This design comes from an exercise in tuning for small area on the open sky130 flow, not from production work.
Function was checked by simulation only, so behaviour that the tests miss may differ from the original.

**design/flow/design.v**
```verilog
package tkrp_pkg;
    localparam int DEF_SLOTS    = 3;
    localparam int DEF_SONG_LEN = 128;
    localparam int DEF_NOTES    = 12;
    localparam int KEY_BITS   = 12;
    localparam int CMD_W      = 3;
    localparam int MODE_W     = 3;
    localparam int NOTE_OUT_W = 4;
    localparam int OCT_W      = 4;
    localparam int REM_W      = 8;
    localparam int LIMIT_W    = 8;
    localparam int ENTRY_W    = 8;
    localparam logic [CMD_W-1:0] CMD_NONE = 3'd0;
    localparam logic [CMD_W-1:0] CMD_A    = 3'd1;
    localparam logic [CMD_W-1:0] CMD_B    = 3'd2;
    localparam logic [CMD_W-1:0] CMD_C    = 3'd3;
    localparam logic [CMD_W-1:0] CMD_D    = 3'd4;
    localparam logic [ENTRY_W-1:0] SILENT_CODE = 8'hFF;
    localparam logic [LIMIT_W-1:0] LIMIT_RESET = 8'd120;
    localparam logic signed [OCT_W-1:0] OCT_MAX = 4'sd4;
    localparam logic signed [OCT_W-1:0] OCT_MIN = -4'sd4;
    localparam int SHOW_PERIOD = 10;
    localparam int RECIP_MUL   = 205;
    localparam int RECIP_SHIFT = 11;
endpackage
module tkrp_song_store (
    input  logic       clk,
    input  logic       rst_n,
    input  logic       wr_en,
    input  logic       wr_phase,
    input  logic [6:0] wr_k,
    input  logic [1:0] wr_slot,
    input  logic [5:0] wr_data,
    input  logic [2:0] wr_keep,
    input  logic [6:0] rd_k,
    input  logic [1:0] rd_slot,
    output logic       rd_hit,
    output logic [5:0] rd_data
);
    localparam int PLACES = 124;
    localparam int TAPS   = PLACES / 4;
    function automatic logic [6:0] enc7(input logic [3:0] n, input logic [1:0] ta,
                                        input logic [1:0] tb);
        logic [3:0] c;
        c = 4'(ta) * 4'd3 + 4'(tb);
        if (c[3])
        begin
            enc7 = {n[2:0], 4'd13 + 4'(n[3])};
        end
        else
        begin
            enc7 = {c[2:0], n};
        end
    endfunction
    function automatic logic [7:0] dec7(input logic [6:0] v);
        logic [3:0] c;
        logic [3:0] n;
        if (v[3:0] >= 4'd13)
        begin
            c = 4'd8;
            n = {v[3:0] == 4'd14, v[6:4]};
        end
        else
        begin
            c = 4'(v[6:4]);
            n = v[3:0];
        end
        dec7 = {2'(c / 4'd3), 2'(c % 4'd3), n};
    endfunction
    function automatic logic [8:0] enc9(input logic [3:0] na, input logic [3:0] nb,
                                        input logic [1:0] tr);
        logic [3:0] m;
        m = na - 4'd6;
        if (!tr[1])
        begin
            enc9 = {tr[0], na, nb};
        end
        else if (na <= 4'd5)
        begin
            enc9 = {na[0], 4'd13 + 4'(na[2:1]), nb};
        end
        else if (na <= 4'd11)
        begin
            enc9 = {m[0], nb, 4'd13 + 4'(m[2:1])};
        end
        else
        begin
            enc9 = {nb[0], 4'd13 + 4'((nb % 4'd6) / 4'd2), 4'd13 + 4'(nb / 4'd6)};
        end
    endfunction
    function automatic logic [9:0] dec9(input logic [8:0] v);
        logic       b;
        logic [3:0] g1, g2;
        logic [3:0] x1, x2;
        {b, g1, g2} = v;
        x1 = g1 - 4'd13;
        x2 = g2 - 4'd13;
        if (g1 < 4'd13 && g2 < 4'd13)
        begin
            dec9 = {1'b0, b, g1, g2};
        end
        else if (g2 < 4'd13)
        begin
            dec9 = {2'd2, 4'(x1[1:0]) * 4'd2 + 4'(b), g2};
        end
        else if (g1 < 4'd13)
        begin
            dec9 = {2'd2, 4'd6 + 4'(x2[1:0]) * 4'd2 + 4'(b), g1};
        end
        else
        begin
            dec9 = {2'd2, 4'd12, 4'(b) + 4'(x1[1:0]) * 4'd2 + 4'(x2[1:0]) * 4'd6};
        end
    endfunction
    logic [6:0]  t;
    logic [15:0] q [PLACES];
    logic [2:0]  pv;
    logic [4:0]  ptap  [1:3];
    logic [5:0]  pdata [1:3];
    logic [2:0]  pkeep [1:3];
    logic [6:0]  wpl;
    logic [1:0]  wait_n;
    logic [4:0]  wtap;
    logic        w_now;
    logic        w_go;
    logic [4:0]  w_tap;
    logic [5:0]  w_data;
    logic [2:0]  w_keep;
    logic [TAPS-1:0] wsel;
    logic [6:0]  rpl;
    logic [4:0]  rtap;
    logic [TAPS-1:0] rsel;
    logic [7:0]  wdiff, rdiff;
    logic [15:0] rword;
    logic [7:0]  d7;
    logic [9:0]  d9;
    logic [3:0]  rn [3];
    logic [1:0]  rt [3];
    logic [3:0]  nn [3];
    logic [1:0]  nt [3];
    logic [15:0] new_word;
    always_ff @(posedge clk or negedge rst_n)
    begin
        if (!rst_n)
        begin
            t <= '0;
        end
        else
        begin
            t <= (t == 7'(PLACES - 1)) ? 7'd0 : t + 7'd1;
        end
    end
    assign wdiff  = {1'b0, t} - {1'b0, wr_k} + 8'd3;
    assign wpl    = wdiff[7] ? 7'(wdiff + 8'(PLACES)) : wdiff[6:0];
    assign wait_n = 2'(-wpl[1:0]);
    assign wtap   = (wpl[1:0] == 2'd0) ? wpl[6:2]
                  : (wpl[6:2] == 5'(TAPS - 1)) ? 5'd0 : wpl[6:2] + 5'd1;
    assign w_now  = wr_en && (wait_n == 2'd0);
    assign w_go   = w_now || pv[0];
    assign w_tap  = pv[0] ? ptap[1] : wtap;
    assign w_data = pv[0] ? pdata[1] : wr_data;
    assign w_keep = pv[0] ? pkeep[1] : wr_keep;
    always_ff @(posedge clk or negedge rst_n)
    begin
        if (!rst_n)
        begin
            pv <= '0;
        end
        else
        begin
            pv[2] <= wr_en && (wait_n == 2'd3);
            pv[1] <= (wr_en && (wait_n == 2'd2)) || pv[2];
            pv[0] <= (wr_en && (wait_n == 2'd1)) || pv[1];
        end
    end
    always_ff @(posedge clk)
    begin
        ptap[3]  <= wtap;
        pdata[3] <= wr_data;
        pkeep[3] <= wr_keep;
        for (int j = 1; j < 3; j++)
        begin
            if (wr_en && wait_n == 2'(j))
            begin
                ptap[j]  <= wtap;
                pdata[j] <= wr_data;
                pkeep[j] <= wr_keep;
            end
            else
            begin
                ptap[j]  <= ptap[j+1];
                pdata[j] <= pdata[j+1];
                pkeep[j] <= pkeep[j+1];
            end
        end
    end
    assign rdiff  = {1'b0, t} - {1'b0, rd_k} + 8'd3;
    assign rpl    = rdiff[7] ? 7'(rdiff + 8'(PLACES)) : rdiff[6:0];
    assign rd_hit = (rpl[1:0] == 2'd0);
    assign rtap   = (wr_phase || pv[0]) ? w_tap : rpl[6:2];
    always_comb
    begin
        for (int m = 0; m < TAPS; m++)
        begin
            rsel[m] = (rtap == 5'(m));
            wsel[m] = w_go && (w_tap == 5'(m));
        end
        rword = '0;
        for (int m = 0; m < TAPS; m++)
        begin
            rword = rword | ({16{rsel[m]}} & q[4 * m]);
        end
        d7 = dec7(rword[6:0]);
        d9 = dec9(rword[15:7]);
        rn[0] = d7[3:0];
        rt[0] = d7[7:6];
        rt[1] = d7[5:4];
        rn[1] = d9[7:4];
        rn[2] = d9[3:0];
        rt[2] = d9[9:8];
        case (rd_slot)
            2'd1:    rd_data = {rt[1], rn[1]};
            2'd2:    rd_data = {rt[2], rn[2]};
            default: rd_data = {rt[0], rn[0]};
        endcase
        for (int s = 0; s < 3; s++)
        begin
            if (wr_slot == 2'(s))
            begin
                nn[s] = w_data[3:0];
                nt[s] = w_data[5:4];
            end
            else if (w_keep[s])
            begin
                nn[s] = rn[s];
                nt[s] = rt[s];
            end
            else
            begin
                nn[s] = '0;
                nt[s] = '0;
            end
        end
        new_word = {enc9(nn[1], nn[2], nt[2]), enc7(nn[0], nt[0], nt[1])};
    end
    for (genvar i = 0; i < PLACES; i++)
    begin : g_place
        logic [15:0] word;
        if (i % 4 == 1)
        begin : g_write
            always_ff @(posedge clk)
            begin
                word <= wsel[i / 4] ? new_word : q[i - 1];
            end
        end
        else
        begin : g_pass
            always_ff @(posedge clk)
            begin
                word <= q[(i + PLACES - 1) % PLACES];
            end
        end
        assign q[i] = word;
    end
endmodule
module tone_keypad_recorder_player #(
    parameter int SLOTS    = tkrp_pkg::DEF_SLOTS,
    parameter int SONG_LEN = tkrp_pkg::DEF_SONG_LEN,
    parameter int NOTES    = tkrp_pkg::DEF_NOTES
) (
    input  logic                                    clk,
    input  logic                                    rst_n,
    input  logic                                    cfg_wr_en,
    input  logic [tkrp_pkg::LIMIT_W-1:0]            cfg_wr_data,
    input  logic                                    in_valid,
    output logic                                    in_ready,
    input  logic [tkrp_pkg::KEY_BITS-1:0]           key_mask,
    input  logic [tkrp_pkg::CMD_W-1:0]              cmd,
    output logic                                    out_valid,
    input  logic                                    out_ready,
    output logic [tkrp_pkg::MODE_W-1:0]             mode,
    output logic [tkrp_pkg::NOTE_OUT_W-1:0]         live_note,
    output logic signed [tkrp_pkg::OCT_W-1:0]       live_octave,
    output logic [tkrp_pkg::NOTE_OUT_W-1:0]         play_note,
    output logic signed [tkrp_pkg::OCT_W-1:0]       play_octave,
    output logic [tkrp_pkg::REM_W-1:0]              remaining,
    output logic                                    show_update
);
    localparam logic [2:0] MODE_FREE     = 3'd0;
    localparam logic [2:0] MODE_REC_SEL  = 3'd1;
    localparam logic [2:0] MODE_PLAY_SEL = 3'd2;
    localparam logic [2:0] MODE_RECORD   = 3'd3;
    localparam logic [2:0] MODE_REPLAY   = 3'd4;
    logic              out_valid_reg;
    logic [3:0]        live_note_reg;
    logic [2:0]        mode_reg;
    logic signed [3:0] oct_reg;
    logic [1:0]        slot_reg;
    logic [6:0]        pos_reg;
    logic [6:0]        lim_reg;         
    logic [7:0]        len_reg [3];
    logic signed [3:0] start_oct [3];   
    logic signed [3:0] acc_reg;         
    logic              accept;
    logic [3:0]        live;
    logic [7:0]        lim;
    logic [7:0]        len_cur;
    logic              is_rec, is_play, active;
    logic [8:0]        diff;
    logic              at_end;
    logic              show_ten;
    logic [7:0]        pos_inc;
    logic              up, down;
    logic [1:0]        step;
    logic signed [3:0] oct_step;
    logic [5:0]        entry;
    logic [5:0]        head [3][3];
    logic [5:0]        pbuf [4];
    logic [6:0]        fetch_reg;       
    logic [5:0]        cur_reg;         
    logic              sel_play;
    logic              in_head;
    logic [2:0]        fill;
    logic              fetch_en;
    logic              rd_hit;
    logic [5:0]        rd_data;
    logic [5:0]        next_entry;
    logic              play_on;
    logic [2:0]        keep;
    logic [1:0]        sel_slot;
    logic              sel_ok;
    assign in_ready = !out_valid_reg || out_ready;
    assign accept   = in_valid && in_ready;
    always_comb
    begin
        live = 4'd12;
        for (int i = 0; i < 12; i++)
        begin
            if (key_mask[i])
            begin
                live = 4'(i);
            end
        end
    end
    assign lim     = {lim_reg == 7'd0, lim_reg};
    assign len_cur = len_reg[slot_reg];
    assign is_rec  = (mode_reg == MODE_RECORD);
    assign is_play = (mode_reg == MODE_REPLAY);
    assign active  = is_rec || is_play;
    assign diff    = {1'b0, (is_rec ? lim : len_cur)} - {2'b0, pos_reg};
    assign at_end  = diff[8] || (diff[7:1] == 7'd0);
    assign pos_inc = {1'b0, pos_reg} + 8'd1;
    always_comb
    begin
        show_ten = 1'b0;
        for (int k = 10; k <= 120; k += 10)
        begin
            if (diff[7:0] == 8'(k))
            begin
                show_ten = 1'b1;
            end
        end
    end
    assign up       = (cmd == tkrp_pkg::CMD_C) && (oct_reg != 4'sd4);
    assign down     = (cmd == tkrp_pkg::CMD_D) && (oct_reg != -4'sd4);
    assign step     = {down, up};
    assign oct_step = up ? oct_reg + 4'sd1 : down ? oct_reg - 4'sd1 : oct_reg;
    assign sel_slot = 2'(cmd - tkrp_pkg::CMD_B);
    assign sel_ok   = (cmd == tkrp_pkg::CMD_B) || (cmd == tkrp_pkg::CMD_C) || (cmd == tkrp_pkg::CMD_D);
    assign entry = {step, live};
    for (genvar hs = 0; hs < 3; hs++)
    begin : g_head
        for (genvar hk = 0; hk < 3; hk++)
        begin : g_k
            always_ff @(posedge clk)
            begin
                if (accept && is_rec && slot_reg == 2'(hs) && pos_reg == 7'(hk))
                begin
                    head[hs][hk] <= entry;
                end
            end
        end
    end
    assign sel_play = accept && (mode_reg == MODE_PLAY_SEL) && sel_ok;
    assign in_head  = (pos_reg[6:2] == 5'd0) && (pos_reg[1:0] != 2'd3);
    assign fill     = 3'(fetch_reg) - (in_head ? 3'd3 : 3'(pos_reg));
    assign fetch_en = rd_hit && is_play && !fill[2];
    for (genvar ks = 0; ks < 3; ks++)
    begin : g_keep
        assign keep[ks] = ({1'b0, pos_reg} + 8'd2) <= len_reg[ks];
    end
    tkrp_song_store u_store (
        .clk     (clk),
        .rst_n   (rst_n),
        .wr_en   (accept && is_rec && !in_head && !at_end && cmd != tkrp_pkg::CMD_A),
        .wr_phase(is_rec),
        .wr_k    (pos_reg),
        .wr_slot (slot_reg),
        .wr_data (entry),
        .wr_keep (keep),
        .rd_k    (fetch_reg),
        .rd_slot (slot_reg),
        .rd_hit  (rd_hit),
        .rd_data (rd_data)
    );
    always_ff @(posedge clk)
    begin
        if (sel_play)
        begin
            fetch_reg <= 7'd3;
        end
        else if (fetch_en)
        begin
            fetch_reg <= fetch_reg + 7'd1;
        end
        if (fetch_en)
        begin
            pbuf[fetch_reg[1:0]] <= rd_data;
        end
    end
    always_comb
    begin
        if (in_head)
        begin
            next_entry = head[slot_reg][pos_reg[1:0]];
        end
        else if (fetch_reg == pos_reg)
        begin
            next_entry = rd_data;
        end
        else
        begin
            next_entry = pbuf[pos_reg[1:0]];
        end
    end
    always_ff @(posedge clk or negedge rst_n)
    begin
        if (!rst_n)
        begin
            lim_reg <= 7'd120;
        end
        else if (cfg_wr_en)
        begin
            if (cfg_wr_data == 8'd0)
            begin
                lim_reg <= 7'd1;
            end
            else if (cfg_wr_data >= 8'd128)
            begin
                lim_reg <= 7'd0;
            end
            else
            begin
                lim_reg <= cfg_wr_data[6:0];
            end
        end
    end
    always_ff @(posedge clk or negedge rst_n)
    begin
        if (!rst_n)
        begin
            mode_reg <= MODE_FREE;
            oct_reg  <= '0;
        end
        else if (accept)
        begin
            case (mode_reg)
                MODE_FREE:
                begin
                    if (cmd == tkrp_pkg::CMD_A)
                    begin
                        mode_reg <= MODE_REC_SEL;
                    end
                    else if (cmd == tkrp_pkg::CMD_B)
                    begin
                        mode_reg <= MODE_PLAY_SEL;
                    end
                    else
                    begin
                        oct_reg <= oct_step;
                    end
                end
                MODE_REC_SEL, MODE_PLAY_SEL:
                begin
                    if (cmd == tkrp_pkg::CMD_A)
                    begin
                        mode_reg <= MODE_FREE;
                    end
                    else if (sel_ok)
                    begin
                        mode_reg <= (mode_reg == MODE_REC_SEL) ? MODE_RECORD : MODE_REPLAY;
                    end
                end
                MODE_RECORD, MODE_REPLAY:
                begin
                    oct_reg <= oct_step;
                    if (at_end || cmd == tkrp_pkg::CMD_A)
                    begin
                        mode_reg <= MODE_FREE;
                    end
                end
                default:
                begin
                    mode_reg <= MODE_FREE;
                end
            endcase
        end
    end
    always_ff @(posedge clk)
    begin
        if (accept)
        begin
            if (mode_reg == MODE_REC_SEL || mode_reg == MODE_PLAY_SEL)
            begin
                if (sel_ok)
                begin
                    slot_reg <= sel_slot;
                    pos_reg  <= '0;
                end
            end
            else
            begin
                pos_reg <= pos_inc[6:0];
            end
            if (is_play)
            begin
                cur_reg <= next_entry;
                if (pos_reg == 7'd0)
                begin
                    acc_reg <= start_oct[slot_reg];
                end
                else
                begin
                    acc_reg <= cur_reg[4] ? acc_reg + 4'sd1
                             : cur_reg[5] ? acc_reg - 4'sd1 : acc_reg;
                end
            end
        end
    end
    for (genvar s = 0; s < 3; s++)
    begin : g_slot
        always_ff @(posedge clk)
        begin
            if (accept && mode_reg == MODE_REC_SEL && sel_ok && sel_slot == 2'(s))
            begin
                start_oct[s] <= oct_reg;
            end
        end
        always_ff @(posedge clk or negedge rst_n)
        begin
            if (!rst_n)
            begin
                len_reg[s] <= '0;
            end
            else if (accept && is_rec && slot_reg == 2'(s)
                     && (at_end || cmd == tkrp_pkg::CMD_A))
            begin
                len_reg[s] <= pos_inc;
            end
        end
    end
    always_ff @(posedge clk or negedge rst_n)
    begin
        if (!rst_n)
        begin
            out_valid_reg <= 1'b0;
        end
        else
        begin
            out_valid_reg <= accept || (out_valid_reg && !out_ready);
        end
    end
    always_ff @(posedge clk)
    begin
        if (accept)
        begin
            live_note_reg <= live;
        end
    end
    assign play_on     = is_play && (pos_reg != 7'd0) && (cur_reg[3:0] != 4'd12);
    assign out_valid   = out_valid_reg;
    assign mode        = mode_reg;
    assign live_note   = live_note_reg;
    assign live_octave = oct_reg;
    assign play_note   = play_on ? cur_reg[3:0] : 4'd12;
    assign play_octave = play_on ? acc_reg : 4'sd0;
    assign remaining   = active ? diff[7:0] : 8'd0;
    assign show_update = active && (pos_reg != 7'd0) && show_ten;
endmodule
```
**design/flow/flow/run.sh**
```bash
#!/bin/bash
# The standard layout (the standard.sh, standard synthesis unchanged) with two changes:
# clock tree synthesis uses clkbuf_8 buffers for clusters of up to 16 registers and inserts
# no dummy loads, and the port buffers are buf_1 cells. The full output goes to standard.log.
set -e
export CTS_ARGS="-sink_clustering_enable -repair_clock_nets -dont_use_dummy_load -sink_clustering_size 16 -sink_clustering_max_diameter 60 -buf_list sky130_fd_sc_hd__clkbuf_8"
export BUFFER_PORTS_ARGS="-buffer_cell sky130_fd_sc_hd__buf_1"
bash standard.sh > standard.log 2>&1
```
**design/flow/standard.sh**
```bash
#!/bin/bash
# synth_recipe.tcl (not shown) runs the flow's synth.tcl, then flattens the netlist and writes it again
# the make line also repeats each setting of config.mk as NAME=value (left out here)
make -C /OpenROAD-flow-scripts/flow DESIGN_CONFIG=/design/flow/config.mk WORK_HOME=/design/flow/orfs CLKGATE_MAP_FILE= SYNTH_SCRIPT=/design/flow/synth_recipe.tcl "${@:-finish}"
```
**design/flow/config.mk**
```make
export PLATFORM = sky130hd
export DESIGN_NAME = tone_keypad_recorder_player
export DESIGN_NICKNAME = tone_keypad_recorder_player
export VERILOG_FILES = /design/flow/design.v
export SDC_FILE = /design/flow/constraint.sdc
export NUM_CORES = 4
export LEC_CHECK = 0
export CAP_MARGIN = 20
export CORE_MARGIN = 2
export CORE_UTILIZATION = 60
export PLACE_DENSITY = 0.7
export SLEW_MARGIN = 20
```
**design/flow/constraint.sdc**
```tcl
create_clock -name core_clock -period 12.0 [get_ports {clk}]
set_input_delay 2.4000 -clock core_clock [delete_from_list [all_inputs] [get_ports {clk}]]
set_output_delay 2.4000 -clock core_clock [all_outputs]
set_load 0.01 [all_outputs]
```
==> results by group, run 1 <==
Yosys
  • Area contributors post-synth: dfxtp_1 65%, edfxtp_1 5.4%, o21ai_0 3.8%
  • Sequential share of the synthesized area: between 70% and 80%
  • Unique masters post-synth: 110
  • Seq cells post-synth: 2197
  • EDFF count, synth: 113
  • Cell area after synthesis: 62700 sq um
  • Top_reg_cell synth: dfxtp_1
  • Top cell type by total area after synthesis: dfxtp_1
  • Post-synthesis cell count: 5127
  • Ys async rst share: between 2 and 2.5%
  • Synth warnings: 13
  • Post-synth net total: 5257
  • Post-synth top area share: 64.9%
  • Synthesized area per cell: between 10 and 15 sq um

Worst setup path
  • Worst Setup SP: pos_reg[1]$_DFFE_PP_
  • Req. time, crit path: 12.68 ns
  • FF-to-FF path depth: 45
  • Delay of the slowest cell on the worst path: 0.79 ns
  • Reg2Reg Setup Slack: around 0.92 ns
  • Worst r2r src: pos_reg[1]$_DFFE_PP_
  • Worst R2R End: u_store.g_place[85].word[5]$_DFF_P_
  • Setup crit end: u_store.g_place[85].word[5]$_DFF_P_
  • Crit end category: flip-flop
  • CP max FO: 31
  • Slowest stage cell, crit path: nor4b_1
  • Startpoint type of the worst setup path: flip-flop
  • Worst Path Buf+Inv: 9
  • CP arrival: 11.76 ns
  • Crit Path Class: reg2reg
  • Top delay family on crit path: simple AND/OR/NAND/NOR gates
  • WP depth: 45

Timing
  • Final worst slack: 0.923 ns
  • TNS Setup: 0 ns
  • Min Clock Period, post-route: ~11 ns
  • Hold Vio Cnt, Final: 0
  • Period utilization: 92.3%
  • Worst Tran Pin Value: 1.23 ns
  • Max-slew violation count: 0
  • Fmax: ~0.09 GHz
  • RSZ-0062 raised after global routing: no
  • Clk_skew: 0.123 ns
  • Final setup vio count: 0
  • Slew HR: 18.1%

Clock tree
  • Clk slew on worst S/H paths: 0.09 ns
  • CTS tree: done
  • Root buffer cell: clkbuf_8
  • CTS Buf Count: about 160
  • # clock sinks: 2197
  • Clk Latency, worst-skew pair: 0.91 ns
  • Hold_buf cts: 0
  • CTS H-Tree Depth: 4
  • Post-CTS Repair Setup Buffers: 0
  • Maximum root-to-sink buffer count: 3
  • Post-CTS Resized: 0

Outcome
  • Status: timing/DRC/antenna clean

Floorplanning
  • Die Height: 327 um
  • Die width: between 300 and 400 um
  • Standard-cell rows: 118
  • Ports: 58
  • Initial Util: 60.5%
  • Core area: 104000 sq um
  • Area of the die: 107000 sq um

Placement
  • Buffers added on ports: 57
  • Placer Congestion: around 1
  • Post-place setup slack: 1.25 ns
  • Dpl hpwl: between 100000 and 150000 um

Cells and area
  • Seq. cell area: 45400 sq um
  • Max reg flops: 1984
  • Biggest register: u_store.g_place.word
  • Synth-to-Final Area Change: 7.13%
  • Area of the multi-input gates: 16300 sq um
  • NumNets Final: 5378
  • Share of cells above drive strength 1: roughly a tenth
  • # fillers: 7936
  • Top Registers: u_store.g_place.word (1984), head (54)

Global routing
  • First-pass GRT wire length: 254000 um
  • Largest net degree at the start of global routing: 50
  • Overall Global Routing Usage: between 30 and 40%
  • Vias in the first global route: between 30000 and 40000
  • Grt ovf: 0
  • Initial antenna violation count: 6

Route
  • DR vias: 39170
  • Antenna-violating nets left: 0
  • Initial drt markers: 5167
  • DRT Pass-1 Iters: 8
  • Total routed wirelength: 178000 um
  • DR WL/cell: 26.8 um
  • Avg Vias per Cell: roughly 6
  • DR DRC count: 0

Job
  • Max_cap viols: 0

Worst hold path
  • HP Class: reg2reg
-- cells in the mapped netlist, drive strengths merged (20+ instances only) --
cell type	n
and3	33
a21o	24
dfrtp	45
clkbuf	178
ha	92
and2	29
o21ai	526
edfxtp	113
nand2b	25
a21oi	156
nor3	60
mux2i	40
buf	57
nand4	26
a22o	32
a221oi	20
nor2	221
inv	96
dfxtp	2035
nand3	73
o211ai	31
mux2	115
a22oi	81
a32oi	27
nand2	611
xnor2	48
-- worst min-delay path by stage --
stage | start | to | slack (ns) | cells past startpoint
after global placement | u_store.g_place[79].word[2]$_DFF_P_ | u_store.g_place[80].word[2]$_DFF_P_ | 0.31 | 0
after global routing | u_store.g_place[10].word[13]$_DFF_P_ | u_store.g_place[11].word[13]$_DFF_P_ | 0.25 | 0
after detailed placement | u_store.g_place[103].word[13]$_DFF_P_ | u_store.g_place[104].word[13]$_DFF_P_ | 0.31 | 0
final | u_store.g_place[2].word[14]$_DFF_P_ | u_store.g_place[3].word[14]$_DFF_P_ | 0.27 | 0
after CTS | u_store.g_place[10].word[13]$_DFF_P_ | u_store.g_place[11].word[13]$_DFF_P_ | 0.24 | 0
after floorplan | u_store.g_place[123].word[0]$_DFF_P_ | u_store.g_place[0].word[0]$_DFF_P_ | 0.31 | 0
-- layout by cell type, fill, tap and decap left out, types with 14 or more instances in the layout --
cell type	instances
nand2_1	601
a21o_1	24
inv_1	95
nand4_1	23
buf_4	133
edfxtp_1	113
a22o_1	32
o21ai_1	46
buf_1	56
o22ai_1	15
nand2b_1	25
and2_1	26
mux2i_1	38
a21oi_1	149
a31oi_1	14
dfxtp_1	2035
nand3_1	71
nor2_1	210
and3_1	32
ha_1	92
a221oi_1	18
o21ai_0	478
mux2_2	113
clkbuf_8	163
a32oi_1	25
a22oi_1	81
xor2_1	18
nor3_1	55
dfrtp_1	45
xnor2_1	46
o211ai_1	30
-- metrics by stage --
stage / cell area [sq um] / instances / utilization, % / hold slack [ns]
floorplan: 62700 / 5127 / - / 0.310
global placement: 64900 / 6462 / 62.6 / 0.310
detailed placement: 64900 / 6462 / 62.6 / 0.312
CTS: 67200 / 6625 / 64.8 / 0.238
global route: 67200 / 6629 / 64.8 / 0.253
finish: 67200 / 6631 / 64.8 / 0.271
-- logic make-up after synthesis --
group	after synthesis	synth area share [%]
adders and majority gates	102	2.15
xor gates and xnor gates	67	0.999
and+or+nand+nor	1171	8.34
AOI/OAI and AO/OA	1091	11.0
buffers and inverters	333	2.11
muxes	166	3.10
DFF	2197	72.3
-- layer usage --
layer  GRT usage [%]  part of all wire, %  vias to the layer above  wire length (um)
met4            14.3                  4.7                        8              8290
met2            48.2                   42                     1966             75400
met5               0                0.033                        -                59
met1            46.5                   43                    19021             75800
met3            8.49                   10                      464             18400
li1                -                    -                    17711                 -
-- area by class of cell --
cell class | count | share of cell area, %
Sequential cell | 2197 | 67.5
Clock buffer | 163 | 3.34
Timing Repair Buffer | 191 | 1.82
Inverter | 98 | 0.549
Tap cell | 1380 | 2.57
Multi-Input combinational cell | 2597 | 24.2
Antenna cell | 5 | 0.0186
==> inputs of run 2 (changes only) <==
--- a/design/flow/config.mk
+++ b/design/flow/config.mk
@@ -5,8 +5,8 @@
 export SDC_FILE = /design/flow/constraint.sdc
 export NUM_CORES = 4
 export LEC_CHECK = 0
-export CAP_MARGIN = 20
+export CAP_MARGIN = 0
 export CORE_MARGIN = 2
 export CORE_UTILIZATION = 60
 export PLACE_DENSITY = 0.7
-export SLEW_MARGIN = 20
+export SLEW_MARGIN = 0
==> results by group, run 2 <==
Yosys
  • Largest family of logic cells by synthesized area: compound AO/OA/AOI/OAI gates
  • Mux contribution to synthesized area: 3.10% (unchanged)
  • Area contributors post-synth: dfxtp_1 65%, edfxtp_1 5.4%, o21ai_0 3.8%
  • Synth Area in Compound Gates: 11.0% (unchanged)
  • Sequential share of the synthesized area: 72.3% (unchanged)
  • Ys async rst share: 2.23% (unchanged)
  • Unique masters post-synth: 110 (unchanged)
  • Seq cells post-synth: 2197 (unchanged)
  • Post-synthesis cell count: 5127 (unchanged)
  • EDFF count, synth: 113 (unchanged)
  • Post-synth top area share: 64.9% (unchanged)
  • Synth warnings: 13 (unchanged)
  • Synthesized area per cell: 12.2 sq um (unchanged)
  • Top cell type by total area after synthesis: dfxtp_1
  • Most frequent cells after synthesis: 2035 x dfxtp_1, 610 x nand2_1, 480 x o21ai_0
  • Synth Area in Simple Gates: 8.34% (unchanged)
  • Adder-cell share of the synthesized area: 2.15% (unchanged)
  • Cell area after synthesis: 62700 sq um (unchanged)
  • Top-count cell post-synth: dfxtp_1
  • Post-synth net total: 5257 (unchanged)
  • Area share of xor/xnor cells in the synthesized design: 0.999% (unchanged)
  • Top_reg_cell synth: dfxtp_1

Cells and area
  • Commonest non-fill, non-tap cell in the layout: dfxtp_1
  • Top Registers: u_store.g_place.word (1984), head (54)
  • Biggest register: u_store.g_place.word
  • Commonest non-fill, non-tap cells in the layout: 2035 x dfxtp_1, 602 x nand2_1, 478 x o21ai_0, 212 x nor2_1, 163 x clkbuf_8
  • Max reg flops: 1984 (unchanged)
  • Share of cells above drive strength 1: 9.93% (-0.093 points)
  • Synth-to-Final Area Change: 7.09% (about the same)
  • Design area: 67200 sq um (about the same)
  • NumNets Final: 5377 (-0.019%)
  • Final non-filler cell total: 6631 (unchanged)

Floorplanning
  • Core area: 104000 sq um (unchanged)
  • Die Height: 327 um (unchanged)
  • Standard-cell rows: 118 (unchanged)
  • Initial Util: 60.5% (unchanged)
  • Ports: 58 (unchanged)
  • Area of the die: 107000 sq um (unchanged)
  • Die width: 327 um (unchanged)

Timing
  • Slew HR: 14.6% (-3.5 points)
  • Period utilization: 92.2% (about the same)
  • Hold Vio Cnt, Final: 0 (unchanged)
  • Min Clock Period, post-route: 11.07 ns (-0.00965 ns)
  • Clk_skew: 0.106 ns (-0.0162 ns)
  • RSZ-0062 raised after global routing: no
  • Max-slew violation count: 0 (unchanged)
  • Worst Tran Pin Value: 1.28 ns (+0.0502 ns)
  • Final setup vio count: 0 (unchanged)
  • Fmax: 0.0904 GHz (about the same)
  • TNS Setup: 0 ns (unchanged)

Global routing
  • Overall Global Routing Usage: 33.0% (+0.046 points)
  • Grt ovf: 0 (unchanged)
  • First-pass GRT wire length: 254000 um (+0.15%)
  • Initial antenna violation count: 3 (-3)
  • Vias in the first global route: 37185 (+0.27%)
  • Largest net degree at the start of global routing: 50 (unchanged)

Placement
  • Placed inst area: 64900 sq um (about the same)
  • Buffers added on ports: 57 (unchanged)
  • Dpl hpwl: 120000 um (-0.11%)
  • Placed Instances: 6462 (unchanged)
  • Placer Congestion: 0.984 (unchanged)

Outcome
  • Status: timing/DRC/antenna clean

Clock tree
  • Clk Latency, worst-skew pair: 0.90 ns (about the same)
  • Post-CTS Resized: 0 (unchanged)
  • Maximum root-to-sink buffer count: 3 (unchanged)
  • Root buffer cell: clkbuf_8
  • Clk slew on worst S/H paths: 0.10 ns (about the same)
  • # clock sinks: 2197 (unchanged)
  • Post-CTS Repair Setup Buffers: 0 (unchanged)
  • CTS H-Tree Depth: 4 (unchanged)
  • CTS tree: done
  • CTS Buf Count: 163 (unchanged)
  • Hold_buf cts: 0 (unchanged)

Route
  • DR vias: 39524 (+0.90%)
  • Total routed wirelength: 179000 um (+0.36%)
  • DR WL/cell: 26.9 um (+0.36%)
  • DRT Pass-1 Iters: 8 (unchanged)
  • DR DRC count: 0 (unchanged)
  • Initial drt markers: 4809 (-6.9%)
  • Antenna-violating nets left: 0 (unchanged)
  • Avg Vias per Cell: 5.96 (+0.90%)

Worst setup path
  • Worst Path Buf+Inv: 8 (-1)
  • CP arrival: 11.75 ns (about the same)
  • Slowest stage cell, crit path: nor4b_1
  • Startpoint type of the worst setup path: flip-flop
  • Crit Path Class: reg2reg
  • Delay of the slowest cell on the worst path: 0.80 ns (about the same)
  • Most used cell, CP: ha_1
  • CP max FO: 31 (unchanged)
  • Req. time, crit path: 12.69 ns (about the same)
  • Top delay family on crit path: simple AND/OR/NAND/NOR gates
  • Crit end category: flip-flop

Worst hold path
  • HP Class: reg2reg

Job
  • Max_cap viols: 0 (unchanged)
[run 2: metrics by stage]
stage                     hold WS [ns]  util [%]  setup slack [ns]
after floorplan                  0.310         -              2.40
after global placement           0.310      62.6              1.33
after detailed placement         0.312      62.6              1.26
after CTS                        0.252      64.8              1.19
after global routing             0.269      64.8             0.369
final                            0.262      64.8             0.932
[run 2: logic make-up after synthesis]
group	count (synthesis)
xor+xnor	67
fa+ha+maj	102
compound gates	1091
simple gates	1171
buf+inv	333
flops	2197
mux	166
[run 2: path summary, 6_finish.rpt]
path                                                startpoint                                   to  slack, ns  cells past startpoint
setup / recovery                      pos_reg[4]$_SDFFCE_PP0P_  u_store.g_place[37].word[5]$_DFF_P_       0.93                     43
hold / removal             u_store.g_place[91].word[5]$_DFF_P_  u_store.g_place[92].word[5]$_DFF_P_       0.26                      0
setup reg to reg                      pos_reg[4]$_SDFFCE_PP0P_  u_store.g_place[37].word[5]$_DFF_P_       0.93                     43
hold reg to reg            u_store.g_place[91].word[5]$_DFF_P_  u_store.g_place[92].word[5]$_DFF_P_       0.26                      0
max in group asynchronous                                rst_n               lim_reg[1]$_DFFE_PN0P_       9.86                      2
min in group asynchronous                                rst_n               oct_reg[0]$_DFFE_PN0P_       1.60                      2
[run 2: routing by layer]
layer,track usage (%),share of wire (%),vias up
met1,46.1,42,19311
met5,0,0.0045,-
li1,-,-,17708
met3,8.73,11,486
met4,15.1,4.8,2
met2,48.3,42,2017
[run 2: cell type report]
type                    instances  area, sq um
flip-flops and latches       2197        45400
fillers                      7915        36500
multi-input cells            2597        16300
clock buffers                 163         2240
well taps                    1380         1730
repair buffers                190         1210
inverters                      98          369
diodes                          6         15.0

[afterwards: timing with drivers on the ports]
Ports are ideal in the flow. The routed layouts listed here were re-timed in OpenROAD. Step 1 (the two cells are an assumption about what drives the block):
set clk [get_ports {clk}]
set_driving_cell -lib_cell sky130_fd_sc_hd__clkbuf_16 $clk
set_driving_cell -lib_cell sky130_fd_sc_hd__buf_2 [delete_from_list [all_inputs] $clk]
Step 2 also shifts input and output timing later by t, the mid clock arrival at the registers, as if the neighbouring blocks saw the same clock. Three values: ideal ports, drivers, drivers and shift; two values: the first two.
run	shift t [ns]	setup WS [ns]	hold WS [ns]	worst setup path at the end	worst data-port slew with drivers (ns)
run 1	0.917	0.923 / 0.923 / 0.923	0.271 / 0.271 / 0.271	register to register	0.04
run 2	0.911	0.932 / 0.932 / 0.932	0.262 / 0.262 / 0.262	register to register	0.04
After both steps every run listed still meets setup and hold.
